This design comes from an exercise in tuning for small area, a short achievable clock period and few clock cycles per item on the open sky130 flow, not from production work.
RTL that was checked went through simulation tests only; none was proved equivalent to the original.
Only the layout flow was run in runs 1 to 4; the RTL was not checked for function there.

==> flow/design.v, too long to show whole: its modules and the start of the top module <==
// module ssh_cfg_regs: 31 lines
// module ssh_core: 155 lines
// module ssh_tree: 1443 lines
// module ssh_rstep: 445 lines
// module ssh_add_main: 537 lines
// module ssh_add_rs: 249 lines
// module selectable_string_hash: 51 lines
module selectable_string_hash (
  input  logic                        clk_i,
  input  logic                        rst_ni,
  input  logic                        cfg_valid_i,
  output logic                        cfg_ready_o,
  input  logic [ssh_pkg::CfgIdxW-1:0] cfg_index_i,
  input  logic [ssh_pkg::HashW-1:0]   cfg_data_i,
  input  logic                        in_valid_i,
  output logic                        in_stall_o,
  input  logic [ssh_pkg::ByteW-1:0]   data_byte_i,
  input  logic                        last_i,
  input  logic                        no_byte_i,
  output logic                        out_valid_o,
  input  logic                        out_stall_i,
  output logic [ssh_pkg::HashW-1:0]   hash_value_o
);
  // ...
==> flow/run.sh <==
#!/bin/bash
# synth_recipe.tcl (not shown) runs the flow's synth.tcl, then flattens the netlist and writes it again
# the make line also repeats each setting of config.mk as NAME=value (left out here)
make -C /OpenROAD-flow-scripts/flow DESIGN_CONFIG=/design/flow/config.mk WORK_HOME=/design/flow/orfs CLKGATE_MAP_FILE= SYNTH_SCRIPT=/design/flow/synth_recipe.tcl finish
==> flow/config.mk <==
export PLATFORM = sky130hd
export DESIGN_NAME = selectable_string_hash
export DESIGN_NICKNAME = selectable_string_hash
export VERILOG_FILES = /design/flow/design.v
export SDC_FILE = /design/flow/constraint.sdc
export NUM_CORES = 4
export LEC_CHECK = 0
export ABC_AREA = 1
export CAP_MARGIN = 20
export CORE_MARGIN = 2
export CORE_UTILIZATION = 45
export SETUP_SLACK_MARGIN = 3.5
export SLEW_MARGIN = 20
export TNS_END_PERCENT = 100
==> flow/constraint.sdc <==
create_clock -name core_clock -period 11.0 [get_ports {clk_i}]
set_input_delay 2.2000 -clock core_clock [delete_from_list [all_inputs] [get_ports {clk_i}]]
set_output_delay 2.2000 -clock core_clock [all_outputs]
set_load 0.01 [all_outputs]
==> summary.md, run 1 <==
| Metric | Value |
|---|---|
| Status | `no timing/DRC/antenna violations` |
| CP Data Arrival Time | `approximately 7800 ps` |
| Most frequent cell after synthesis | `nand2_1` |
| Unrepaired setup endpoints after global routing | `true` |
| Met1 Usage GRT | `about 48%` |
| Synthesis-to-layout area growth | `11.9%` |
| Crit Path Category | `reg2reg` |
| Setup Buffers After CTS | `26` |
| Initial antenna violation count | `1` |
| Metal-1 WL | `about 45000 um` |
| IO buf count | `a little over 80` |
| Post-synthesis mux area share | `0.108%` |
| Area taken by multi-input logic gates | `20900 um^2` |
| Setup ws final | `3580 ps` |
| Final clock-cell share | `under 10%` |
| Register area share after synthesis | `16.1%` |
| Clock latency on the worst-skew pair | `480 ps` |
| # rows | `90` |
| Largest net degree at the start of global routing | `around 80` |
| Setup slack, reg-to-reg | `3580 ps` |
| Min-delay worst type | `reg2reg` |
| Final Max Slew Viols | `0` |
==> module ssh_core, before the edit <==
module ssh_core (
  input  logic                        clk_i,
  input  logic                        rst_ni,
  input  logic [5:0]                  flags_i,
  input  logic [ssh_pkg::HashW-1:0]   mult_i,
  input  logic [ssh_pkg::HashW-1:0]   seed_i,
  input  logic                        sgn_i,
  input  logic                        cfg_valid_i,
  input  logic [ssh_pkg::CfgIdxW-1:0] cfg_index_i,
  input  logic [ssh_pkg::HashW-1:0]   cfg_data_i,
  input  logic                        in_valid_i,
  output logic                        in_stall_o,
  input  logic [ssh_pkg::ByteW-1:0]   data_byte_i,
  input  logic                        last_i,
  input  logic                        no_byte_i,
  output logic                        out_valid_o,
  input  logic                        out_stall_i,
  output logic [ssh_pkg::HashW-1:0]   hash_value_o
);
  logic [31:0] acc_q, acc_d, out_q, m_q, m_d;
  logic        odd_q, odd_d, ovalid_q, ovalid_d, fin1_q, fin2_q, fin2_go;
  logic        is_rs, is_js, is_elf, is_ap, is_oaat, is_mm, cfg_w;
  logic        fin, accept, out_busy, out_load, cen, ksig;
  logic [5:0]  flags_n;
  logic [31:0] seed_n, start, start_n, kk, sa, sb, s, cext, apx, hx, mixed, m_rs, rs_a, rs_b, m_mode;
  logic [7:0]  cl, xl;
  assign {is_oaat, is_ap, is_elf, is_js, is_rs, is_mm} = flags_i;
  assign out_busy   = ovalid_q & out_stall_i;
  assign fin        = fin1_q | fin2_q;
  assign in_stall_o = fin | (last_i & out_busy);
  assign accept     = in_valid_i & ~in_stall_o;
  assign fin2_go    = fin2_q & ~out_busy;
  assign out_load   = (accept & last_i & ~is_oaat) | fin2_go;
  assign start   = is_mm ? seed_i : (is_js ? ssh_pkg::JsInit : 32'd0);
  assign cfg_w   = cfg_valid_i;
  assign flags_n = (cfg_index_i == ssh_pkg::CFG_HASH_MODE) ?
                   ssh_pkg::decode_mode(cfg_data_i[ssh_pkg::ModeW-1:0]) : flags_i;
  assign seed_n  = (cfg_index_i == ssh_pkg::CFG_SEED_VALUE) ? cfg_data_i : seed_i;
  assign start_n = flags_n[0] ? seed_n : (flags_n[2] ? ssh_pkg::JsInit : 32'd0);
  assign cen  = ~fin;
  assign cl   = {(data_byte_i[7] ^ sgn_i), data_byte_i[6:0]} & {8{cen}};
  assign ksig = sgn_i & cen;
  assign cext = {{24{sgn_i & data_byte_i[7]}}, data_byte_i};
  assign kk   = {32{ksig}} & (is_oaat ? 32'hFFFD_FF80 : 32'hFFFF_FF80);
  assign xl   = cl & {8{is_oaat}};
  ssh_tree u_tree (
    .h0   (acc_q),
    .m    (m_q),
    .kk   (kk),
    .js   (is_js),
    .cl   (cl),
    .xl   (xl),
    .sa   (sa),
    .sb   (sb)
  );
  ssh_add_main u_add (
    .a (sa),
    .b (sb),
    .y (s)
  );
  assign apx = odd_q ? ~((acc_q << 11) ^ (acc_q >> 5)) : ((acc_q << 7) ^ (acc_q >> 3));
  assign hx  = acc_q ^ ({32{is_ap}} & apx);
  always_comb begin
    mixed = s;
    if (fin1_q) begin
      mixed = s ^ (s >> 11);
    end else if (!fin2_q) begin
      if (is_js | is_ap) mixed = s ^ hx;
      if (is_elf)  mixed = {4'h0, s[27:8], s[7:4] ^ s[31:28], s[3:0]};
      if (is_oaat) mixed = s ^ (s >> 6);
    end
  end
  always_comb begin
    acc_d = acc_q;
    if (cfg_w) begin
      acc_d = start_n;
    end else if (fin1_q) begin
      acc_d = mixed;
    end else if (fin2_go) begin
      acc_d = start;
    end else if (accept) begin
      if (last_i & ~is_oaat) acc_d = start;
      else if (!no_byte_i)   acc_d = mixed;
    end
  end
  ssh_rstep u_rstep (
    .a  (m_q),
    .ra (rs_a),
    .rb (rs_b)
  );
  ssh_add_rs u_add_rs (
    .a (rs_a),
    .b (rs_b),
    .y (m_rs)
  );
  always_comb begin
    case (cfg_data_i[ssh_pkg::ModeW-1:0])
      ssh_pkg::MODE_RS:   m_mode = ssh_pkg::RsInitA;
      ssh_pkg::MODE_JS:   m_mode = ssh_pkg::MulJs;
      ssh_pkg::MODE_ELF:  m_mode = ssh_pkg::MulElf;
      ssh_pkg::MODE_OAAT: m_mode = ssh_pkg::MulOaat;
      ssh_pkg::MODE_AP:   m_mode = 32'd0;
      default:            m_mode = mult_i;
    endcase
  end
  always_comb begin
    m_d = m_q;
    if (cfg_valid_i && cfg_index_i == ssh_pkg::CFG_HASH_MODE) begin
      m_d = m_mode;
    end else if (cfg_valid_i && cfg_index_i == ssh_pkg::CFG_MULT_FACTOR) begin
      if (is_mm) m_d = cfg_data_i;
    end else if (accept && is_rs) begin
      if (last_i)          m_d = ssh_pkg::RsInitA;
      else if (!no_byte_i) m_d = m_rs;
    end else if (accept && is_oaat && last_i) begin
      m_d = ssh_pkg::MulFin1;
    end else if (fin1_q) begin
      m_d = ssh_pkg::MulFin2;
    end else if (fin2_go) begin
      m_d = ssh_pkg::MulOaat;
    end
  end
  always_comb begin
    odd_d    = odd_q;
    ovalid_d = out_busy | out_load;
    if (accept) begin
      if (last_i)                  odd_d = 1'b0;
      else if (is_ap & ~no_byte_i) odd_d = ~odd_q;
    end
  end
  always_ff @(posedge clk_i or negedge rst_ni) begin
    if (!rst_ni) begin
      acc_q    <= ssh_pkg::SeedReset;
      m_q      <= ssh_pkg::MultReset;
      odd_q    <= 1'b0;
      ovalid_q <= 1'b0;
      fin1_q   <= 1'b0;
      fin2_q   <= 1'b0;
    end else begin
      acc_q    <= acc_d;
      m_q      <= m_d;
      odd_q    <= odd_d;
      ovalid_q <= ovalid_d;
      fin1_q   <= accept & last_i & is_oaat;
      fin2_q   <= fin1_q | (fin2_q & out_busy);
    end
  end
  always_ff @(posedge clk_i) begin
    if (out_load) begin
      out_q <= (no_byte_i & ~fin2_q) ? acc_q : mixed;
    end
  end
  assign out_valid_o  = ovalid_q;
  assign hash_value_o = out_q;
endmodule
==> module selectable_string_hash, before the edit <==
module selectable_string_hash (
  input  logic                        clk_i,
  input  logic                        rst_ni,
  input  logic                        cfg_valid_i,
  output logic                        cfg_ready_o,
  input  logic [ssh_pkg::CfgIdxW-1:0] cfg_index_i,
  input  logic [ssh_pkg::HashW-1:0]   cfg_data_i,
  input  logic                        in_valid_i,
  output logic                        in_stall_o,
  input  logic [ssh_pkg::ByteW-1:0]   data_byte_i,
  input  logic                        last_i,
  input  logic                        no_byte_i,
  output logic                        out_valid_o,
  input  logic                        out_stall_i,
  output logic [ssh_pkg::HashW-1:0]   hash_value_o
);
  logic [5:0]                flags;
  logic [ssh_pkg::HashW-1:0] mult, seed;
  logic                      sgn;
  ssh_cfg_regs u_cfg (
    .clk_i       (clk_i),
    .rst_ni      (rst_ni),
    .cfg_valid_i (cfg_valid_i),
    .cfg_ready_o (cfg_ready_o),
    .cfg_index_i (cfg_index_i),
    .cfg_data_i  (cfg_data_i),
    .flags_o     (flags),
    .mult_o      (mult),
    .seed_o      (seed),
    .sgn_o       (sgn)
  );
  ssh_core u_core (
    .clk_i        (clk_i),
    .rst_ni       (rst_ni),
    .flags_i      (flags),
    .mult_i       (mult),
    .seed_i       (seed),
    .sgn_i        (sgn),
    .cfg_valid_i  (cfg_valid_i),
    .cfg_index_i  (cfg_index_i),
    .cfg_data_i   (cfg_data_i),
    .in_valid_i   (in_valid_i),
    .in_stall_o   (in_stall_o),
    .data_byte_i  (data_byte_i),
    .last_i       (last_i),
    .no_byte_i    (no_byte_i),
    .out_valid_o  (out_valid_o),
    .out_stall_i  (out_stall_i),
    .hash_value_o (hash_value_o)
  );
endmodule
==> inputs of run 2 (changes only) <==
--- a/flow/design.v
+++ b/flow/design.v
@@ -78,5 +78,4 @@
   input  logic                        cfg_valid_i,
   input  logic [ssh_pkg::CfgIdxW-1:0] cfg_index_i,
-  input  logic [ssh_pkg::HashW-1:0]   cfg_data_i,
   input  logic                        in_valid_i,
   output logic                        in_stall_o,
@@ -90,26 +89,22 @@
   logic [31:0] acc_q, acc_d, out_q, m_q, m_d;
   logic        odd_q, odd_d, ovalid_q, ovalid_d, fin1_q, fin2_q, fin2_go;
-  logic        is_rs, is_js, is_elf, is_ap, is_oaat, is_mm, cfg_w;
-  logic        fin, accept, out_busy, out_load, cen, ksig;
-  logic [5:0]  flags_n;
-  logic [31:0] seed_n, start, start_n, kk, sa, sb, s, cext, apx, hx, mixed, m_rs, rs_a, rs_b, m_mode;
+  logic        is_rs, is_js, is_elf, is_ap, is_oaat, is_mm;
+  logic        fin, accept, out_busy, out_load, cen, ksig, dirty_q;
+  logic [31:0] start, m_init, post_x, kk, sa, sb, s, apx, hx, mixed, m_rs, rs_a, rs_b;
   logic [7:0]  cl, xl;
   assign {is_oaat, is_ap, is_elf, is_js, is_rs, is_mm} = flags_i;
   assign out_busy   = ovalid_q & out_stall_i;
   assign fin        = fin1_q | fin2_q;
-  assign in_stall_o = fin | (last_i & out_busy);
+  assign in_stall_o = fin | dirty_q | (last_i & out_busy);
   assign accept     = in_valid_i & ~in_stall_o;
   assign fin2_go    = fin2_q & ~out_busy;
   assign out_load   = (accept & last_i & ~is_oaat) | fin2_go;
-  assign start   = is_mm ? seed_i : (is_js ? ssh_pkg::JsInit : 32'd0);
-  assign cfg_w   = cfg_valid_i;
-  assign flags_n = (cfg_index_i == ssh_pkg::CFG_HASH_MODE) ?
-                   ssh_pkg::decode_mode(cfg_data_i[ssh_pkg::ModeW-1:0]) : flags_i;
-  assign seed_n  = (cfg_index_i == ssh_pkg::CFG_SEED_VALUE) ? cfg_data_i : seed_i;
-  assign start_n = flags_n[0] ? seed_n : (flags_n[2] ? ssh_pkg::JsInit : 32'd0);
+  assign start  = is_mm ? seed_i : (is_js ? ssh_pkg::JsInit : 32'd0);
+  assign m_init = ({32{is_mm}}   & mult_i)           | ({32{is_rs}}  & ssh_pkg::RsInitA)
+                | ({32{is_js}}   & ssh_pkg::MulJs)   | ({32{is_elf}} & ssh_pkg::MulElf)
+                | ({32{is_oaat}} & ssh_pkg::MulOaat);
   assign cen  = ~fin;
   assign cl   = {(data_byte_i[7] ^ sgn_i), data_byte_i[6:0]} & {8{cen}};
   assign ksig = sgn_i & cen;
-  assign cext = {{24{sgn_i & data_byte_i[7]}}, data_byte_i};
   assign kk   = {32{ksig}} & (is_oaat ? 32'hFFFD_FF80 : 32'hFFFF_FF80);
   assign xl   = cl & {8{is_oaat}};
@@ -131,18 +126,13 @@
   assign apx = odd_q ? ~((acc_q << 11) ^ (acc_q >> 5)) : ((acc_q << 7) ^ (acc_q >> 3));
   assign hx  = acc_q ^ ({32{is_ap}} & apx);
-  always_comb begin
-    mixed = s;
-    if (fin1_q) begin
-      mixed = s ^ (s >> 11);
-    end else if (!fin2_q) begin
-      if (is_js | is_ap) mixed = s ^ hx;
-      if (is_elf)  mixed = {4'h0, s[27:8], s[7:4] ^ s[31:28], s[3:0]};
-      if (is_oaat) mixed = s ^ (s >> 6);
-    end
-  end
+  assign post_x = ({32{is_js | is_ap}} & hx)
+                | ({32{is_oaat & ~fin}} & (s >> 6))
+                | ({32{fin1_q}} & (s >> 11))
+                | ({32{is_elf}} & {s[31:28], 20'd0, s[31:28], 4'd0});
+  assign mixed  = s ^ post_x;
   always_comb begin
     acc_d = acc_q;
-    if (cfg_w) begin
-      acc_d = start_n;
+    if (dirty_q) begin
+      acc_d = start;
     end else if (fin1_q) begin
       acc_d = mixed;
@@ -165,21 +155,9 @@
   );
   always_comb begin
-    case (cfg_data_i[ssh_pkg::ModeW-1:0])
-      ssh_pkg::MODE_RS:   m_mode = ssh_pkg::RsInitA;
-      ssh_pkg::MODE_JS:   m_mode = ssh_pkg::MulJs;
-      ssh_pkg::MODE_ELF:  m_mode = ssh_pkg::MulElf;
-      ssh_pkg::MODE_OAAT: m_mode = ssh_pkg::MulOaat;
-      ssh_pkg::MODE_AP:   m_mode = 32'd0;
-      default:            m_mode = mult_i;
-    endcase
-  end
-  always_comb begin
     m_d = m_q;
-    if (cfg_valid_i && cfg_index_i == ssh_pkg::CFG_HASH_MODE) begin
-      m_d = m_mode;
-    end else if (cfg_valid_i && cfg_index_i == ssh_pkg::CFG_MULT_FACTOR) begin
-      if (is_mm) m_d = cfg_data_i;
+    if (dirty_q) begin
+      m_d = m_init;
     end else if (accept && is_rs) begin
-      if (last_i)          m_d = ssh_pkg::RsInitA;
+      if (last_i)          m_d = m_init;
       else if (!no_byte_i) m_d = m_rs;
     end else if (accept && is_oaat && last_i) begin
@@ -188,5 +166,5 @@
       m_d = ssh_pkg::MulFin2;
     end else if (fin2_go) begin
-      m_d = ssh_pkg::MulOaat;
+      m_d = m_init;
     end
   end
@@ -201,20 +179,20 @@
   always_ff @(posedge clk_i or negedge rst_ni) begin
     if (!rst_ni) begin
-      acc_q    <= ssh_pkg::SeedReset;
-      m_q      <= ssh_pkg::MultReset;
       odd_q    <= 1'b0;
       ovalid_q <= 1'b0;
       fin1_q   <= 1'b0;
       fin2_q   <= 1'b0;
+      dirty_q  <= 1'b1;
     end else begin
-      acc_q    <= acc_d;
-      m_q      <= m_d;
       odd_q    <= odd_d;
       ovalid_q <= ovalid_d;
       fin1_q   <= accept & last_i & is_oaat;
       fin2_q   <= fin1_q | (fin2_q & out_busy);
+      dirty_q  <= cfg_valid_i & (cfg_index_i != ssh_pkg::CFG_CHAR_SIGNED);
     end
   end
   always_ff @(posedge clk_i) begin
+    acc_q <= acc_d;
+    m_q   <= m_d;
     if (out_load) begin
       out_q <= (no_byte_i & ~fin2_q) ? acc_q : mixed;
@@ -2939,5 +2917,4 @@
     .cfg_valid_i  (cfg_valid_i),
     .cfg_index_i  (cfg_index_i),
-    .cfg_data_i   (cfg_data_i),
     .in_valid_i   (in_valid_i),
     .in_stall_o   (in_stall_o),
==> run 2 against run 1 <==
  * Sequential cell count up 1
  * Register-to-register slack worse by 80 ps
  * First-iteration DRC count down 14%
  * Critical endpoint is now u_core.out_q[20]$_DFFE_PP_
==> summary.md, run 2 <==
| Metric | Value |
|---|---|
| Unrepaired setup endpoints after global routing | `true` |
| Synthesized net count | `3670` |
| First-pass GRT wire length | `159000 um` |
| Final Max Slew Viols | `0 (unchanged)` |
| # IOs | `84` |
| Crit-path most repeated cell | `fa_1` |
| Core Area | `57600 um^2` |
| Drt drc | `0` |
| Final wirelength | `108000 um` |
| Min-delay worst type | `reg2reg` |
| Average size of a mapped cell | `8.25 um^2` |
| CP Launch Type | `flop` |
| Clock latency on the worst-skew pair | `460 ps (-20 ps)` |
| Distinct cells, synth | `59` |
| CTS max path bufs | `2` |
| Hold_buf cts | `0` |
| Commonest non-fill, non-tap cells in the layout | `nand2_1 (555), inv_1 (422), fa_1 (354)` |
| Layout cells sized above 1 | `9.98%` |
| Final core occ | `between 50% and 60%` |
| Clock Sink Count | `172` |
| CTS tree | `yes` |
| Register area share after synthesis | `18.3% (+2.2 points)` |
| Critical Path Fanout Max | `14` |
| Top post-synthesis cells by area | `fa_1 (27%), edfxtp_1 (11%), xor2_1 (9.2%), nand2_1 (8.2%), o22ai_1 (6.5%)` |
| Vias in the first global route | `24600` |
| Status | `no timing/DRC/antenna violations` |
| Fin. Hold Viols | `0` |
| Yosys warning total | `2` |
| Initial core utilization | `45.4%` |
| CTS root buf | `clkbuf_16` |
| IO buf count | `82 (unchanged)` |
| Mapped Cells | `3171` |
| HPWL after detailed placement | `around 80000 um` |
| Final period util | `about 68%` |
| Most common cell after layout, fill and taps aside | `nand2_1` |
| Hold_ws | `about 490 ps` |
| Synthesis-to-layout area growth | `12.7%` |
| Relative slew margins | `33.0%` |
| WP data required | `~11000 ps` |
| Setup WS pre-CTS | `between 1500 and 2000 ps` |
| Largest family of logic cells by synthesized area | `adder cells` |
| Die width | `about 250 um` |
| Met2 WL | `between 40000 and 50000 um` |
| Max_cap viols | `0` |
| Seq cells post-synth | `172` |
| Critical path capture point type | `flop` |
| TritonCTS buffer count | `17` |
| Htree depth | `4` |
| Post-synthesis mux area share | `0% (-0.11 points)` |
| Via count | `about 25000` |
| Main synth FF type | `edfxtp_1` |
| Height of the die | `around 250 um` |
| Uppermost layer routed | `met5` |
| First-pass DRT Iterations | `8` |
| Setup ws final | `3510 ps (-75.6 ps)` |
| Cell area after synthesis | `26200 um^2` |
| F_max | `0.133 GHz` |
| Post-synth top cells | `nand2_1 (570), inv_1 (443), fa_1 (355)` |
| Number of synthesized flops with an enable pin | `96` |
| Most frequent cell after synthesis | `nand2_1` |
| Final Critical Period | `7490 ps` |
| Actual slew at the worst max-slew pin | `1000 ps` |
| Adder-cell area share of the yosys netlist | `between 30% and 40%` |
| Avg WL per Cell | `26.9 um` |
| Synth Area in XOR/XNOR | `10.4%` |
| Gr usage total | `35.9%` |
| Synth top area share | `between 20 and 30%` |
| Final setup viols | `0` |
| Die area | `60100 um^2` |
| Placed Cells | `3879` |
| Largest net degree at the start of global routing | `77 (-1.3%)` |
| Initial DRC count | `between 2000 and 3000` |
| Worst-path clk slew | `70 ps` |
| Worst Path Buf+Inv | `5` |
| Met3 routed WL | `11400 um` |
| # rows | `88 (-2.2%)` |
| Gpl congestion | `~1.0` |
| Leading area contributor after synthesis | `fa_1` |
| Initial antenna violation count | `2 (+1)` |
| Metal-1 WL | `40700 um (-8.9%)` |
| GRT overflow | `0` |
| Crit Path Category | `reg2reg` |
| Post-route setup TNS | `0 ps` |
| CP Data Arrival Time | `7700 ps (-60 ps)` |
| # diodes | `0` |
| Post-layout net count | `3731` |
| Post-Synth Simple-Gate Area | `roughly 14%` |
| Largest stage delay, worst path | `roughly 770 ps` |
| Final std cells w/o fill | `4010` |
| Synth Area in Compound Gates | `15.8%` |
| Cell family with most CP delay | `adder cells` |
| Setup Skew | `13.3 ps` |
| CP max stage cell | `edfxtp_1` |
| Routed Antenna Nets | `0` |
| Async SR Flop Fraction | `44.2%` |
| Vias per std cell | `6.11` |
[run 2: cell types whose count changed in the layout (fill, tap and decap cells not counted), moves of 17 or more]
cell / delta
o211ai_1: -30
a21oi_1: -27
buf_4: +24
xor2_1: -17
edfxtp_1: +64
o21ai_0: -79
nor2_1: -58
nand2_1: -96
dfrtp_1: -43
[run 2: timing repair]
action                                  in CTS  in global routing
endpoints found under the setup margin      63                 41
cloned                                       4                  2
setup buffers                               55                 38
resized for setup                           93                 57
pin swaps                                    2                  8
[run 2: per-layer routing]
metal  up-vias  global-route usage (%)
li1      10500                       -
met1     12000                    46.3
met2      1572                    54.9
met3       419                    7.71
met4         4                    22.4
met5         -                       0
[run 2: cell type report]
type                       count  area, um^2
clock buffer                  20         457
clock inverter                12         119
fill                        5450       28100
inverter                     474        2000
multi-input combinational   2340       19200
sequential                   172        4800
tap                          765         957
timing repair buffer         222        1940
timing repair inverter         5        37.5
[run 2: final timing paths]
check	start	end	slack, ps	cells past startpoint
worst max-delay path	u_core.acc_q[5]$_DFFE_PP_	u_core.out_q[20]$_DFFE_PP_	3510	26
worst min-delay path	u_cfg.seed_o[22]$_DFFE_PN0P_	u_cfg.seed_o[22]$_DFFE_PN0P_	490	2
worst max register to register	u_core.acc_q[5]$_DFFE_PP_	u_core.out_q[20]$_DFFE_PP_	3510	26
worst min register to register	u_cfg.seed_o[22]$_DFFE_PN0P_	u_cfg.seed_o[22]$_DFFE_PN0P_	490	2
max in group asynchronous	rst_ni	u_core.fin1_q$_DFF_PN0_	8430	1
min in group asynchronous	rst_ni	u_cfg.mult_o[19]$_DFFE_PN0P_	1890	1
[run 2: per-stage QoR]
stage                     cell area, um^2
after global routing                29500
after detailed placement            27600
after global placement              27600
final                               29500
after floorplan                     26200
after CTS                           28900
[run 2: kinds of logic after synthesis]
logic type	Yosys count
simple gates	877
compound gates	699
buf+inv	660
fa+ha+maj	450
xor+xnor	312
flops	172
other cells	1
[run 2: worst register-to-register path: cells and delay by family, from the launching register on]
kind | cells | cell delay [ps]
AO/OA/AOI/OAI | 5 | 930
XOR/XNOR | 1 | 230
adder cells (fa/ha/maj) | 8 | 3610
buffers and inverters | 5 | 920
flip-flops | 1 | 770
AND/OR/NAND/NOR | 7 | 770
==> inputs of run 3 (changes only) <==
--- a/flow/config.mk
+++ b/flow/config.mk
@@ -10,5 +10,5 @@
 export CORE_MARGIN = 2
 export CORE_UTILIZATION = 45
-export SETUP_SLACK_MARGIN = 3.5
+export SETUP_SLACK_MARGIN = 4.2
 export SLEW_MARGIN = 20
 export TNS_END_PERCENT = 100
==> run 3 against run 2 <==
  * Routed wire length grew 6.9%
  * Via count grew 4.5%
  * Sequential cell count is the same
  * Worst hold slack gained 1.8 ps
  * Maximum frequency grew 7.8%
==> summary.md, run 3 <==
| Metric | Value |
|---|---|
| Post-Synth Simple-Gate Area | `14.1% (unchanged)` |
| CTS root buf | `clkbuf_16` |
| Die area | `60100 um^2 (unchanged)` |
| Gr usage total | `38.5% (+2.7 points)` |
| Post-layout net count | `3818 (+2.3%)` |
| Cell family with most CP delay | `adder cells` |
| Adder-cell area share of the yosys netlist | `31.7% (unchanged)` |
| Number of synthesized flops with an enable pin | `96 (unchanged)` |
| Cell area after synthesis | `26200 um^2 (unchanged)` |
| Leading area contributor after synthesis | `fa_1` |
| Setup Skew | `19.2 ps (+5.82 ps)` |
| HPWL after detailed placement | `78600 um (+0.84%)` |
| Setup slack, reg-to-reg | `4050 ps (+540 ps)` |
| First-pass DRT Iterations | `7 (-1)` |
| Largest net degree at the start of global routing | `77 (unchanged)` |
| Vias in the first global route | `25800 (+5.1%)` |
| Avg WL per Cell | `28.1 um (+4.6%)` |
| CP max stage cell | `edfxtp_1` |
| Final std cells w/o fill | `4098 (+2.2%)` |
| Hold path depth | `2 (unchanged)` |
| Max_cap viols | `0 (unchanged)` |
| Critical R2R Launch | `u_core.acc_q[25]$_DFFE_PP_` |
| Final Max Slew Viols | `0 (unchanged)` |
| Routed Antenna Nets | `0 (unchanged)` |
| Vias per std cell | `6.25 (+2.3%)` |
| Final core occ | `55.3% (+4.1 points)` |
| Final period util | `63.2% (-4.9 points)` |
| WP data required | `11210 ps (about the same)` |
| Placed Instance Area | `27600 um^2 (about the same)` |
| Seq cells post-synth | `172 (unchanged)` |
| F_max | `0.144 GHz (+7.8%)` |
| Synth Area in Compound Gates | `15.8% (unchanged)` |
| Core Area | `57600 um^2 (unchanged)` |
| Critical path capture point type | `flop` |
| Synthesized net count | `3670 (unchanged)` |
| Final wirelength | `115000 um (+6.9%)` |
| Largest stage delay, worst path | `630 ps (-140 ps)` |
| Unrepaired setup endpoints after global routing | `true` |
| Critical Path Fanout Max | `10 (-4)` |
| Hold_buf cts | `0 (unchanged)` |
| TritonCTS buffer count | `17 (unchanged)` |
| Gpl congestion | `1.01 (+0.60%)` |
| Clock latency on the worst-skew pair | `470 ps (about the same)` |
| CTS max path bufs | `2 (unchanged)` |
| Post-route setup TNS | `0 ps (unchanged)` |
| CP Launch Type | `flop` |
| Relative slew margins | `31.8% (-1.1 points)` |
| GRT overflow | `0 (unchanged)` |
| Top post-synthesis cells by area | `fa_1 (27%), edfxtp_1 (11%), xor2_1 (9.2%), nand2_1 (8.2%), o22ai_1 (6.5%)` |
| Height of the die | `245 um (unchanged)` |
| # rows | `88 (unchanged)` |
| Synth top area share | `27.2% (unchanged)` |
| CTS tree | `yes` |
| First-pass GRT wire length | `169000 um (+6.5%)` |
| Worst Path Buf+Inv | `3 (-2)` |
| Final Critical Period | `6950 ps (-544 ps)` |
| Actual slew at the worst max-slew pin | `1020 ps (+17.1 ps)` |
| Mapped Cells | `3171 (unchanged)` |
| IO buf count | `82 (unchanged)` |
| Placed Cells | `3882 (+0.077%)` |
| Drt drc | `0 (unchanged)` |
| Hold_ws | `493 ps (+1.81 ps)` |
| Commonest non-fill, non-tap cells in the layout | `nand2_1 (507), inv_1 (406), fa_1 (304)` |
| Initial core utilization | `45.4% (unchanged)` |
| Fin. Hold Viols | `0 (unchanged)` |
| Synthesis-to-layout area growth | `21.7%` |
| Post-synth top cells | `nand2_1 (570), inv_1 (443), fa_1 (355)` |
| Via count | `25600 (+4.5%)` |
| Initial DRC count | `3013 (+5.3%)` |
| Most common cell after layout, fill and taps aside | `nand2_1` |
| Initial antenna violation count | `0 (-2)` |
| Register area share after synthesis | `18.3% (unchanged)` |
| # IOs | `84 (unchanged)` |
| Hold Crit Endpoint | `u_cfg.seed_o[16]$_DFFE_PN0P_` |
| CP Data Arrival Time | `7160 ps (-540 ps)` |
| Crit Path Category | `reg2reg` |
| Yosys warning total | `2 (unchanged)` |
| Min-delay worst type | `reg2reg` |
| Async SR Flop Fraction | `44.2% (unchanged)` |
| Setup WS pre-CTS | `2010 ps (+239 ps)` |
| R2r endpoint | `u_core.acc_q[20]$_DFFE_PP_` |
| Hold wc startpoint | `u_cfg.seed_o[16]$_DFFE_PN0P_` |
| Distinct cells, synth | `59 (unchanged)` |
| Setup ws final | `4050 ps (+544 ps)` |
| Largest family of logic cells by synthesized area | `adder cells` |
| Htree depth | `4 (unchanged)` |
| Final setup viols | `0 (unchanged)` |
| Final Cell Area | `31800 um^2 (+8.0%)` |
| Die width | `245 um (unchanged)` |
| Main synth FF type | `edfxtp_1` |
| Clock Sink Count | `172 (unchanged)` |
| FF-to-FF path depth | `26 (unchanged)` |
| Status | `no timing/DRC/antenna violations` |
| Most frequent cell after synthesis | `nand2_1` |
| Post-synthesis mux area share | `0% (unchanged)` |
| Average size of a mapped cell | `8.25 um^2 (unchanged)` |
| Layout cells sized above 1 | `19.2% (+9.3 points)` |
| Worst-path clk slew | `80 ps (about the same)` |
| Synth Area in XOR/XNOR | `10.4% (unchanged)` |
## run 3: cell counts after synthesis
Identical to the previous run, type by type.
## run 3: how the worst max path moves through the flow
stage               cells past startpoint  slack (ps)                    endpoint                  startpoint
finish                                 26        4050  u_core.acc_q[20]$_DFFE_PP_  u_core.acc_q[25]$_DFFE_PP_
global route                           30        3910   u_core.acc_q[7]$_DFFE_PP_     u_core.m_q[1]$_DFFE_PP_
CTS                                    29        4210   u_core.acc_q[5]$_DFFE_PP_     u_core.m_q[6]$_DFFE_PP_
detailed placement                     25        2010  u_core.out_q[20]$_DFFE_PP_     u_core.fin1_q$_DFF_PN0_
global placement                       25        2000  u_core.acc_q[20]$_DFFE_PP_     u_core.fin1_q$_DFF_PN0_
floorplan                              31        4210   u_core.acc_q[5]$_DFFE_PP_     u_core.m_q[0]$_DFFE_PP_
## run 3: cell families after synthesis
kind of cell,after synthesis
AND/OR/NAND/NOR,877
AO/OA/AOI/OAI,699
buffers and inverters,660
adder cells (fa/ha/maj),450
XOR/XNOR,312
flip-flops,172
other,1
## run 3: worst reg2reg max path, stage by stage, from the launching register on
cell and delay, ps:
edfxtp_1 630, clkinv_2 380, o22ai_2 270, o22ai_1 140
a21oi_2 210, fa_1 470, fa_1 510, fa_2 430
fa_2 370, fa_1 510, inv_2 50, fa_2 600
ha_4 230, ha_4 270, a21oi_4 130, o21bai_1 100
a21oi_2 170, o221ai_2 140, a31oi_4 310, buf_6 160
nand3_4 130, nand3_4 140, nand2_2 60, nand2_2 80
nand2_4 80, nand2_1 70, nand2_1 50
## run 3: what timing repair did
item | CTS | global route
setup buffers | 130 | 38
pin swaps | 47 | 104
gates resized for setup | 290 | 206
endpoints found under the setup margin | 64 | 62
gates cloned | 15 | 0
## run 3: per-layer routing
layer,global-route usage (%),vias to the layer above,wire length (um)
met4,24.9,2,9390
met1,48.4,12500,42600
li1,-,10700,-
met3,11.1,564,13300
met2,58.0,1856,49800
met5,0,-,91
## run 3: final cells by class
type | instances | area (um^2)
Multi-Input combinational cell | 2342 | 20600
Antenna cell | 1 | 2.50
Inverter | 474 | 1970
Clock inverter | 13 | 163
Fill cell | 5235 | 25700
Timing Repair Buffer | 305 | 2850
Tap cell | 765 | 957
Timing Repair inverter | 7 | 53.8
Sequential cell | 172 | 4800
Clock buffer | 19 | 454
==> inputs of run 4 (changes only) <==
--- a/flow/config.mk
+++ b/flow/config.mk
@@ -9,6 +9,6 @@
 export CAP_MARGIN = 20
 export CORE_MARGIN = 2
-export CORE_UTILIZATION = 45
-export SETUP_SLACK_MARGIN = 4.2
+export CORE_UTILIZATION = 58
+export SETUP_SLACK_MARGIN = 3.5
 export SLEW_MARGIN = 20
 export TNS_END_PERCENT = 100
==> run 4 against run 3 <==
  * Area after synthesis unchanged
  * Cell area decreased by 8.2%
  * Critical endpoint is now u_core.out_q[7]$_DFFE_PP_
  * Critical path type unchanged
==> summary.md, run 4 <==
| Metric | Value |
|---|---|
| Vias per std cell | `6.50 (+4.0%)` |
| Crit Path Category | `reg2reg` |
| Seq cells post-synth | `172 (unchanged)` |
| Cell area after synthesis | `26200 um^2 (unchanged)` |
| Final period util | `66.8% (+3.7 points)` |
| Unrepaired setup endpoints after global routing | `false` |
| Yosys warning total | `2 (unchanged)` |
| CP Launch Type | `flop` |
| Final setup viols | `0 (unchanged)` |
| Gr usage total | `44.4% (+5.9 points)` |
| Avg WL per Cell | `27.2 um (-3.4%)` |
| Met2 GRT Util | `67.1% (+9.1 points)` |
| First-pass GRT wire length | `154000 um (-8.6%)` |
| Placed Instance Area | `27400 um^2 (-0.51%)` |
| Placed Cells | `3720 (-4.2%)` |
| Worst-path clk slew | `80 ps (about the same)` |
| Final Critical Period | `7350 ps (+403 ps)` |
| Via count | `25000 (-2.6%)` |
| Crit-path most repeated cell | `fa_1` |
| Relative slew margins | `32.2% (+0.34 points)` |
| Post-route setup TNS | `0 ps (unchanged)` |
| Fin. Hold Viols | `0 (unchanged)` |
| Post-synthesis mux area share | `0% (unchanged)` |
| Initial DRC count | `3835 (+27%)` |
| Min-delay worst type | `reg2reg` |
| # IOs | `84 (unchanged)` |
| Initial core utilization | `58.9% (+13 points)` |
| # rows | `77 (-13%)` |
| Synth Area in Compound Gates | `15.8% (unchanged)` |
| Distinct cells, synth | `59 (unchanged)` |
| IO buf count | `82 (unchanged)` |
| Adder-cell area share of the yosys netlist | `31.7% (unchanged)` |
| Critical path capture point type | `flop` |
| Leading area contributor after synthesis | `fa_1` |
| Clock latency on the worst-skew pair | `470 ps (about the same)` |
| Critical Path Fanout Max | `11 (+1)` |
| Worst Path Buf+Inv | `7 (+4)` |
| Number of synthesized flops with an enable pin | `96 (unchanged)` |
| Post-layout net count | `3731 (-2.3%)` |
| Largest stage delay, worst path | `600 ps (-30 ps)` |
| Synthesized net count | `3670 (unchanged)` |
| CP max stage cell | `fa_1` |
| Cell family with most CP delay | `adder cells` |
| Hold_buf cts | `0 (unchanged)` |
| Drt drc | `0 (unchanged)` |
| TritonCTS buffer count | `17 (unchanged)` |
| Core Area | `44400 um^2 (-23%)` |
| Final wirelength | `104000 um (-9.5%)` |
| CP Data Arrival Time | `7530 ps (+370 ps)` |
| Synth top area share | `27.2% (unchanged)` |
| CTS tree | `yes` |
| Average size of a mapped cell | `8.25 um^2 (unchanged)` |
| Final core occ | `65.8% (+11 points)` |
| Gpl congestion | `1.02 (+1.5%)` |
| Max_cap viols | `0 (unchanged)` |
| Post-synth top cells | `nand2_1 (570), inv_1 (443), fa_1 (355)` |
| Clock Sink Count | `172 (unchanged)` |
| Mapped Cells | `3171 (unchanged)` |
| WP data required | `11180 ps (-30 ps)` |
| CTS root buf | `clkbuf_16` |
| Largest family of logic cells by synthesized area | `adder cells` |
| Die area | `46800 um^2 (-22%)` |
| Commonest non-fill, non-tap cells in the layout | `nand2_1 (556), inv_1 (428), fa_1 (355)` |
| Initial antenna violation count | `2 (+2)` |
| Register area share after synthesis | `18.3% (unchanged)` |
| Most frequent cell after synthesis | `nand2_1` |
| Setup Skew | `22.4 ps (+3.26 ps)` |
| Async SR Flop Fraction | `44.2% (unchanged)` |
| Synth Area in XOR/XNOR | `10.4% (unchanged)` |
| Status | `no timing/DRC/antenna violations` |
| Routed Antenna Nets | `0 (unchanged)` |
| Height of the die | `216 um (-12%)` |
| Largest net degree at the start of global routing | `77 (unchanged)` |
| Layout cells sized above 1 | `9.49% (-9.7 points)` |
| Actual slew at the worst max-slew pin | `1010 ps (-5.08 ps)` |
| Met1 Usage GRT | `56.2% (+7.8 points)` |
| GRT overflow | `0 (unchanged)` |
| Final Cell Area | `29200 um^2 (-8.2%)` |
| Final std cells w/o fill | `3838 (-6.3%)` |
| Top Usage Layer GRT | `met2` |
| Most common cell after layout, fill and taps aside | `nand2_1` |
| Final Max Slew Viols | `0 (unchanged)` |
| Vias in the first global route | `25100 (-2.8%)` |
| Met3 usage | `12.2% (+1.1 points)` |
| Post-Synth Simple-Gate Area | `14.1% (unchanged)` |
| HPWL after detailed placement | `76200 um (-3.1%)` |
| First-pass DRT Iterations | `7 (unchanged)` |
| Htree depth | `4 (unchanged)` |
| Top post-synthesis cells by area | `fa_1 (27%), edfxtp_1 (11%), xor2_1 (9.2%), nand2_1 (8.2%), o22ai_1 (6.5%)` |
| CTS max path bufs | `2 (unchanged)` |
| F_max | `0.136 GHz (-5.5%)` |
| Main synth FF type | `edfxtp_1` |
| Die width | `216 um (-12%)` |
| Hold_ws | `493 ps (+0.400 ps)` |
| Synthesis-to-layout area growth | `11.7%` |
[run 4: cell count changes in the layout (fill, tap and decap cells not counted), sizes merged]
cell      delta
buf         -78
clkinv       +7
clkinvlp     -7
bufbuf       -5
bufinv       -3
nand2        -3
clkbuf       +2
[run 4: path summary, 6_finish.rpt]
kind / cells after the start / end / from / slack [ps]
setup / recovery: 30 / u_core.out_q[7]$_DFFE_PP_ / u_core.m_q[19]$_DFFE_PP_ / 3650
min in group asynchronous: 1 / u_cfg.seed_o[21]$_DFFE_PN0P_ / rst_ni / 1860
hold / removal: 2 / u_cfg.seed_o[0]$_DFFE_PN0P_ / u_cfg.seed_o[0]$_DFFE_PN0P_ / 490
setup reg to reg: 30 / u_core.out_q[7]$_DFFE_PP_ / u_core.m_q[19]$_DFFE_PP_ / 3650
max in group asynchronous: 1 / u_core.fin1_q$_DFF_PN0_ / rst_ni / 8420
hold reg to reg: 2 / u_cfg.seed_o[0]$_DFFE_PN0P_ / u_cfg.seed_o[0]$_DFFE_PN0P_ / 490
[run 4: per-stage QoR]
stage,worst slack [ps]
final,3650
after global routing,3430
after CTS,3510
after detailed placement,2960
after global placement,2950
after floorplan,3900
[run 4: kinds of logic after synthesis]
group,Yosys count
simple gates,877
compound gates,699
buf+inv,660
fa+ha+maj,450
xor+xnor,312
flops,172
other cells,1
[run 4: timing repair]
action                                  4_1_cts  5_1_grt
setup buffers                                18       61
pin swaps                                     0        5
gates resized for setup                      42       89
gates cloned                                  1        5
endpoints found under the setup margin       38       51
[run 4: layer usage]
layer	wire length (um)	part of all wire [%]	vias up
met4	8470	8.1	2
met3	13400	13	521
met1	36900	35	12000
met5	13	0.012	-
li1	-	-	10500
met2	45500	44	1945
[run 4: final cells by class]
type,instances,area (um^2)
antenna,1,2.50
clock buffer,17,425
clock inverter,15,153
fill,3787,15200
inverter,474,1890
multi-input combinational,2339,19100
sequential,172,4800
tap,592,741
timing repair buffer,226,2090
timing repair inverter,2,12.5
[run 4: worst min-delay path: cells and delay by family, from the launching register on]
kind / cells / cell delay [ps]
AOI/OAI and AO/OA: 1 / 60
and+or+nand+nor: 1 / 50
DFF: 1 / 350
==> inputs of run 5 (changes only) <==
--- a/flow/design.v
+++ b/flow/design.v
@@ -91,5 +91,5 @@
   logic        is_rs, is_js, is_elf, is_ap, is_oaat, is_mm;
   logic        fin, accept, out_busy, out_load, cen, ksig, dirty_q;
-  logic [31:0] start, m_init, post_x, kk, sa, sb, s, apx, hx, mixed, m_rs, rs_a, rs_b;
+  logic [31:0] start, m_init, kk, sa, sb, s, apx, hx, mixed, m_rs, rs_a, rs_b;
   logic [7:0]  cl, xl;
   assign {is_oaat, is_ap, is_elf, is_js, is_rs, is_mm} = flags_i;
@@ -126,9 +126,14 @@
   assign apx = odd_q ? ~((acc_q << 11) ^ (acc_q >> 5)) : ((acc_q << 7) ^ (acc_q >> 3));
   assign hx  = acc_q ^ ({32{is_ap}} & apx);
-  assign post_x = ({32{is_js | is_ap}} & hx)
-                | ({32{is_oaat & ~fin}} & (s >> 6))
-                | ({32{fin1_q}} & (s >> 11))
-                | ({32{is_elf}} & {s[31:28], 20'd0, s[31:28], 4'd0});
-  assign mixed  = s ^ post_x;
+  always_comb begin
+    mixed = s;
+    if (fin1_q) begin
+      mixed = s ^ (s >> 11);
+    end else if (!fin2_q) begin
+      if (is_js | is_ap) mixed = s ^ hx;
+      if (is_elf)  mixed = {4'h0, s[27:8], s[7:4] ^ s[31:28], s[3:0]};
+      if (is_oaat) mixed = s ^ (s >> 6);
+    end
+  end
   always_comb begin
     acc_d = acc_q;
@@ -179,10 +184,14 @@
   always_ff @(posedge clk_i or negedge rst_ni) begin
     if (!rst_ni) begin
+      acc_q    <= ssh_pkg::SeedReset;
+      m_q      <= ssh_pkg::MultReset;
       odd_q    <= 1'b0;
       ovalid_q <= 1'b0;
       fin1_q   <= 1'b0;
       fin2_q   <= 1'b0;
-      dirty_q  <= 1'b1;
+      dirty_q  <= 1'b0;
     end else begin
+      acc_q    <= acc_d;
+      m_q      <= m_d;
       odd_q    <= odd_d;
       ovalid_q <= ovalid_d;
@@ -193,6 +202,4 @@
   end
   always_ff @(posedge clk_i) begin
-    acc_q <= acc_d;
-    m_q   <= m_d;
     if (out_load) begin
       out_q <= (no_byte_i & ~fin2_q) ? acc_q : mixed;
--- a/flow/config.mk
+++ b/flow/config.mk
@@ -9,5 +9,5 @@
 export CAP_MARGIN = 20
 export CORE_MARGIN = 2
-export CORE_UTILIZATION = 58
+export CORE_UTILIZATION = 45
 export SETUP_SLACK_MARGIN = 3.5
 export SLEW_MARGIN = 20
==> run 5 against run 4 <==
  * Sequential cell count did not move
  * Final cell count rose by 10%
  * Global-route usage fell by 7.4 points
  * Non-clock buffer count rose by 17
  * Sequential share of layout area fell by 1.7 points
  * Core utilization fell by 14 points
==> summary.md, run 5 <==
| Metric | Value |
|---|---|
| Most common cell after layout, fill and taps aside | `nand2_1` |
| Hold_ws | `490 ps (-3.12 ps)` |
| HPWL after detailed placement | `86700 um (+14%)` |
| Height of the die | `249 um (+15%)` |
| Filler cell count | `5642 (+49%)` |
| # diodes | `0 (-1)` |
| Mapped Cells | `3395 (+7.1%)` |
| Status | `no timing/DRC/antenna violations` |
| Register area share after synthesis | `16.6% (-1.7 points)` |
| Gr usage total | `37.0% (-7.4 points)` |
| Final Critical Period | `7290 ps (-61.6 ps)` |
| Main synth FF type | `dfrtp_1` |
| Min-delay worst type | `reg2reg` |
| Largest net degree at the start of global routing | `74 (-3.9%)` |
| Most frequent cell after synthesis | `nand2_1` |
| Setup ws final | `3710 ps (+61.6 ps)` |
| Final period util | `66.3% (-0.56 points)` |
| Die area | `61800 um^2 (+32%)` |
| Area taken by multi-input logic gates | `20200 um^2 (+5.7%)` |
| Layout cells sized above 1 | `11.2% (+1.8 points)` |
| CP Launch Type | `flop` |
| Post-layout net count | `3942 (+5.7%)` |
| Largest stage delay, worst path | `650 ps (+50 ps)` |
| First-pass GRT wire length | `170000 um (+10%)` |
| Final setup viols | `0 (unchanged)` |
| Initial antenna violation count | `2 (unchanged)` |
| Routed Antenna Nets | `0 (unchanged)` |
| Synth Area in Compound Gates | `16.8% (+1.1 points)` |
| IO buf count | `82 (unchanged)` |
| Worst-path clk slew | `70 ps (about the same)` |
| WP data required | `11350 ps (+170 ps)` |
| Cell family with most CP delay | `adder cells` |
| CTS root buf | `clkbuf_16` |
| Final Max Slew Viols | `0 (unchanged)` |
| Distinct cells, synth | `59 (unchanged)` |
| Vias per std cell | `6.20 (-4.7%)` |
| # IOs | `84 (unchanged)` |
| Crit-path most repeated cell | `nand2_1` |
| Die width | `249 um (+15%)` |
| WP depth | `28 (-6.7%)` |
| Initial core utilization | `45.6% (-13 points)` |
| Unrepaired setup endpoints after global routing | `false` |
| Vias in the first global route | `25700 (+2.5%)` |
| Gpl congestion | `0.996 (-2.6%)` |
| Crit Path Category | `reg2reg` |
| Clock Sink Count | `172 (unchanged)` |
| Post-synthesis mux area share | `0% (unchanged)` |
| CTS tree | `yes` |
| CTS max path bufs | `2 (unchanged)` |
| Final std cells w/o fill | `4231 (+10%)` |
| GRT overflow | `0 (unchanged)` |
| F_max | `0.137 GHz (+0.84%)` |
| Post-Synth Simple-Gate Area | `15.4% (+1.4 points)` |
| Initial DRC count | `3316 (-14%)` |
| FF-to-FF path depth | `28 (-6.7%)` |
| Final wirelength | `117000 um (+13%)` |
| Max_cap viols | `0 (unchanged)` |
| Worst Path Buf+Inv | `4 (-3)` |
| First-pass DRT Iterations | `7 (unchanged)` |
| Htree depth | `4 (unchanged)` |
| Fin. Hold Viols | `0 (unchanged)` |
| Setup WS pre-CTS | `2570 ps (-389 ps)` |
| Critical Path Fanout Max | `14 (+3)` |
| Cell area after synthesis | `26900 um^2 (+3.0%)` |
| Hold path depth | `2 (unchanged)` |
| # rows | `89 (+16%)` |
| Synth top area share | `26.3% (-0.85 points)` |
| Post-route setup TNS | `0 ps (unchanged)` |
| Seq cells post-synth | `172 (unchanged)` |
| Placed Cells | `4089 (+9.9%)` |
| Clock latency on the worst-skew pair | `470 ps (about the same)` |
| Async SR Flop Fraction | `81.4% (+37 points)` |
| Synthesized net count | `3892 (+6.0%)` |
| Drt drc | `0 (unchanged)` |
| Relative slew margins | `25.4% (-6.7 points)` |
| Average size of a mapped cell | `7.94 um^2 (-3.8%)` |
| Largest family of logic cells by synthesized area | `adder cells` |
| CP Data Arrival Time | `7640 ps (+110 ps)` |
| Core Area | `59100 um^2 (+33%)` |
| Number of synthesized flops with an enable pin | `32 (-67%)` |
| CP max stage cell | `dfstp_4` |
| Synth Area in XOR/XNOR | `10.5% (+0.058 points)` |
| Setup Skew | `18.8 ps (-3.63 ps)` |
| Via count | `26200 (+5.1%)` |
| Hold_buf cts | `0 (unchanged)` |
| Post-synth top cells | `nand2_1 (604), inv_1 (448), fa_1 (354)` |
| Commonest non-fill, non-tap cells in the layout | `nand2_1 (584), inv_1 (421), fa_1 (346)` |
| Avg WL per Cell | `27.7 um (+2.1%)` |
| Leading area contributor after synthesis | `fa_1` |
| Top post-synthesis cells by area | `fa_1 (26%), dfrtp_1 (12%), xor2_1 (9.6%), nand2_1 (8.4%), inv_1 (6.2%)` |
| Flip-flop and latch area | `4530 um^2 (-5.7%)` |
| Actual slew at the worst max-slew pin | `1110 ps (+100 ps)` |
| Adder-cell area share of the yosys netlist | `30.7% (-1.0 points)` |
| Yosys warning total | `2 (unchanged)` |
| Synthesis-to-layout area growth | `13.9%` |
| Critical path capture point type | `flop` |
| TritonCTS buffer count | `17 (unchanged)` |
==> run 5: cell count changes after synthesis, moves of 28 or more <==
cell      previous run  this run
nand2_1            570       604
edfxtp_1            96        32
dfrtp_1             66       124
clkbuf_1           126       154
a21oi_1            114       153
nand3_1            146       193
==> run 5: what timing repair did <==
| item | in CTS | in global routing |
|---|---|---|
| endpoints found under the setup margin | 60 | 49 |
| cloned | 3 | 8 |
| setup buffers | 32 | 67 |
| pin swaps | 2 | 14 |
| resized for setup | 84 | 136 |
==> run 5: path summary, 6_finish.rpt <==
kind	from	slack, ps	to
worst max-delay path	u_core.m_q[3]$_DFFE_PN1P_	3710	u_core.acc_q[15]$_DFFE_PN0P_
worst max register to register	u_core.m_q[3]$_DFFE_PN1P_	3710	u_core.acc_q[15]$_DFFE_PN0P_
max in group asynchronous	rst_ni	7640	u_core.m_q[11]$_DFFE_PN0P_
min in group asynchronous	rst_ni	1740	u_cfg.mult_o[18]$_DFFE_PN0P_
worst min-delay path	u_cfg.seed_o[31]$_DFFE_PN0P_	490	u_cfg.seed_o[31]$_DFFE_PN0P_
worst min register to register	u_cfg.seed_o[31]$_DFFE_PN0P_	490	u_cfg.seed_o[31]$_DFFE_PN0P_
==> run 5: layer usage <==
metal  track usage (%)  vias up  part of all wire, %
li1                  -    11300                    -
met1              48.2    12900                   38
met2              57.3     1679                   44
met3              7.38      429                  9.9
met4              21.9        2                  7.0
met5                 0        -                0.056
==> run 5: worst reg2reg max path, delay by kind of cell (launching register included) <==
family	cells	cell delay (ps)
XOR/XNOR	3	810
buffers and inverters	4	600
flip-flops	1	650
adder cells (fa/ha/maj)	6	2870
AND/OR/NAND/NOR	9	1050
AO/OA/AOI/OAI	6	1230
==> run 5: logic make-up (layout without fill, tap and decap cells) <==
| group | count (synthesis) | after routing |
|---|---|---|
| compound gates | 773 | 773 |
| xor+xnor | 323 | 323 |
| fa+ha+maj | 448 | 448 |
| buf+inv | 694 | 755 |
| flops | 172 | 172 |
| other cells | 1 | 1 |
| simple gates | 984 | 986 |
==> run 5: area by class of cell <==
| class | instances | area share, % |
|---|---|---|
| clock inverters | 13 | 0.710 |
| clock buffers | 19 | 1.51 |
| well taps | 773 | 3.15 |
| inverters | 475 | 6.39 |
| repair buffers | 243 | 7.46 |
| flip-flops and latches | 172 | 14.8 |
| repair inverters | 5 | 0.118 |
| multi-input cells | 2531 | 65.9 |
==> run 5: stage by stage <==
stage          util (%)  cell area, um^2
4_1_cts            50.0            29600
3_3_place_gp       47.8            28300
2_1_floorplan         -            26900
5_1_grt            51.9            30700
3_5_place_dp       47.9            28300
6_report           51.9            30700
Testbench counts of run 5, summed over its fixed seeds: cycles 13,980, bytes 13,438.

==> port drivers added, routing unchanged <==
The flow's constraints put no driver on any port. The routed layouts listed below were extracted and timed again, unchanged, in two steps.
Step 1 (the two cells are an assumption about what drives the block):
set clk [get_ports {clk_i}]
set_driving_cell -lib_cell sky130_fd_sc_hd__clkbuf_16 $clk
set_driving_cell -lib_cell sky130_fd_sc_hd__buf_2 [delete_from_list [all_inputs] $clk]
Step 2 also shifts input and output timing later by t, the mid clock arrival at the registers, as if the neighbouring blocks saw the same clock.
a / b / c = ideal / step 1 / step 2; a / b = the first two.
run | t, ns | slack for setup (ns) | worst register clock-pin slew, ns
run 1 | 0.517 | 3.582 / 3.582 / 3.582 | 0.09 / 0.09
run 2 | 0.504 | 3.507 / 3.507 / 3.487 | 0.08 / 0.08
run 3 | 0.511 | 4.051 / 4.051 / 3.906 | 0.08 / 0.08
run 4 | 0.516 | 3.648 / 3.648 / 3.648 | 0.08 / 0.08
run 5 | 0.508 | 3.709 / 3.709 / 3.709 | 0.09 / 0.09
After both steps every run listed still meets setup and hold. The setup slack of run 3, which loses most, moves by 0.000 ns with the drivers and by -0.145 ns with both steps.
